Source: an optimization exercise on an open RTL-to-GDS flow (aim: small area, a short achievable clock period and few clock cycles). Production flows keep margins and buffers that such runs may drop. RTL that was checked went through simulation tests only; none was proved equivalent to the original.

==> trial 15: inputs <==
Design largest_prime_factor, start of the top module:
module largest_prime_factor (
  input  logic                          clk,
  input  logic                          rst_n,
  input  logic                          in_valid,
  output logic                          in_stall,
  input  logic [lpf_pkg::OUT_WIDTH-1:0] in_value,
  output logic                          out_valid,
  input  logic                          out_stall,
  output logic [lpf_pkg::OUT_WIDTH-1:0] out_largest_factor,
  output logic                          out_status
);
clock: 8.0 ns
lec_check: 0
cap_margin: 20
core_margin: 2
core_utilization: 40
slew_margin: 20
run.sh (not shown) runs the stock make flow with config.mk's settings and CLKGATE_MAP_FILE= SYNTH_SCRIPT=/design/flow/synth_recipe.tcl, a recipe that flattens the netlist after the stock synthesis.
==> trial 74: changes against trial 15 <==
--- a/flow/design.v
+++ b/flow/design.v
@@ -60,79 +60,12 @@
       if (!b[N]) r = t[WIDTH-1:0] ^ d[WIDTH-1:0] ^ b[WIDTH-1:0];
       else       r = t[WIDTH-1:0];
     end
     rem_out = r;
   end
 endmodule
-module lpf_div4 #(
-  parameter int WIDTH = 12,
-  parameter int STEPS = 4
-) (
-  input  logic [WIDTH-1:0] rem_in,
-  input  logic [STEPS-1:0] chunk,
-  input  logic [WIDTH-1:0] divisor,
-  input  logic [WIDTH+1:0] divisor3,
-  output logic [WIDTH-1:0] rem_out,
-  output logic [STEPS-1:0] quot,
-  output logic             rem_zero    
-);
-  localparam int N   = WIDTH + 2;
-  localparam int LVL = $clog2(N);
-  function automatic logic [N:0] borrows(input logic [N-1:0] t, input logic [N-1:0] d);
-    logic [N-1:0] g, p, g2, p2;
-    g = ~t & d;
-    p = ~(t ^ d);
-    for (int l = 0; l < LVL; l++) begin
-      g2 = g;
-      p2 = p;
-      for (int i = 0; i < N; i++) begin
-        if (i >= (1 << l)) begin
-          g2[i] = g[i] | (p[i] & g[i - (1 << l)]);
-          p2[i] = p[i] & p[i - (1 << l)];
-        end
-      end
-      g = g2;
-      p = p2;
-    end
-    borrows = {g, 1'b0};
-  endfunction
-  always_comb begin
-    logic [N-1:0]     t, d1, d2, d3;
-    logic [N:0]       b1, b2, b3;
-    logic [WIDTH-1:0] r;
-    r  = rem_in;
-    d1 = N'(divisor);
-    d2 = N'({divisor, 1'b0});
-    d3 = divisor3;
-    rem_zero = 1'b0;
-    for (int s = STEPS / 2 - 1; s >= 0; s--) begin
-      t  = {r, chunk[2*s+1], chunk[2*s]};
-      b1 = borrows(t, d1);
-      b2 = borrows(t, d2);
-      b3 = borrows(t, d3);
-      if (!b3[N]) begin
-        quot[2*s +: 2] = 2'd3;
-        r = WIDTH'(t ^ d3 ^ b3[N-1:0]);
-        if (s == 0) rem_zero = (t == d3);
-      end else if (!b2[N]) begin
-        quot[2*s +: 2] = 2'd2;
-        r = WIDTH'(t ^ d2 ^ b2[N-1:0]);
-        if (s == 0) rem_zero = (t == d2);
-      end else if (!b1[N]) begin
-        quot[2*s +: 2] = 2'd1;
-        r = WIDTH'(t ^ d1 ^ b1[N-1:0]);
-        if (s == 0) rem_zero = (t == d1);
-      end else begin
-        quot[2*s +: 2] = 2'd0;
-        r = WIDTH'(t);
-        if (s == 0) rem_zero = (t == '0);
-      end
-    end
-    rem_out = r;
-  end
-endmodule
 module largest_prime_factor (
   input  logic                          clk,
   input  logic                          rst_n,
   input  logic                          in_valid,
   output logic                          in_stall,
   input  logic [lpf_pkg::OUT_WIDTH-1:0] in_value,
@@ -196,19 +129,16 @@
   logic [2:0]      hgap;
   logic [DW:0]     d_inc;
   logic [DW-1:0]   d_prev;
   logic [K-1:0]    vbits;
   logic [CW-1:0]   top_pass;
   assign dchunk = (j_r < CW'(lpf_pkg::DCHUNK)) ? d_r[j_r[DCW-1:0]*K +: K] : '0;
-  logic [FW+1:0]   d3_r, d3_nxt;
-  assign d3_nxt = {1'b0, d_nxt[FW-1:0], 1'b0} + {2'b00, d_nxt[FW-1:0]};
-  lpf_div4 #(.WIDTH(FW), .STEPS(K)) u_fast (
+  lpf_div #(.WIDTH(FW), .STEPS(K)) u_fast (
     .rem_in  (w_r[FW-1:0]),
     .chunk   (chunk_r),
     .divisor (d_r[FW-1:0]),
-    .divisor3 (d3_r),
     .rem_out (w_fast),
     .quot    (q_fast),
     .rem_zero (z_fast)
   );
   lpf_div #(.WIDTH(DW), .STEPS(1)) u_wide (
     .rem_in  (w_r),
@@ -408,13 +338,12 @@
       chk_r    <= chk_nxt;
     end
   end
   always_ff @(posedge clk) begin
     q_r      <= q_nxt;
     d_r      <= d_nxt;
-    d3_r     <= d3_nxt;
     wide_r   <= wide_nxt;
     w_r      <= w_nxt;
     j_r      <= j_nxt;
     chunk_r  <= chunk_nxt;
     sb_r     <= sb_nxt;
     qacc_r   <= qacc_nxt;
==> flow_metrics.env <==
export IMPL_reg2reg_slack_ps=880
export IMPL_dp_hpwl_um=64700
export IMPL_wl_met1_um=35600
export IMPL_nets=2689
export IMPL_slowest_stage="dfxtp_1"
export IMPL_status="complete, no violations"
That was trial 15.
==> flow_metrics.env <==
export IMPL_nets=2394
export IMPL_status="complete, no violations"
export IMPL_wl_met1_um=30700
export IMPL_reg2reg_slack_ps=280
export IMPL_largestRegisters="q_r x64, w_r x32, d_r x31"
export IMPL_top_signal_layer_used="met5"
export IMPL_slowest_stage="or4b_1"
export IMPL_fin_skew_ps=16.9
export IMPL_dp_hpwl_um=55100
That was trial 74.
Testbench counts of trial 74, summed over its fixed seeds: cycles 292,303.
No functional check of the RTL was part of trial 15.

==> separate check: timing with driven ports <==
How much do the figures lean on ideal ports? The routed layouts below were timed once more, with nothing changed but the port constraints. Step 1 sets driving cells, clkbuf_16 on the clock port and buf_2 on the other inputs (assumed; they add their load-dependent delay and slew). Step 2 moves the port delays by t, midway between the first and last clock arrival at a register: inputs arrive t later, outputs are due t later. That takes back most of the time a late clock gives input paths. Slacks: ideal ports / drivers / drivers and shift; pairs: ideal ports / drivers.
run	shift t [ns]	slack for setup (ns)	worst slew at a driven data input, ns
trial 15	0.575	0.882 / 0.882 / 0.882	0.05
trial 74	0.522	0.285 / 0.285 / 0.285	0.07
After both steps setup and hold are still met in every run listed.
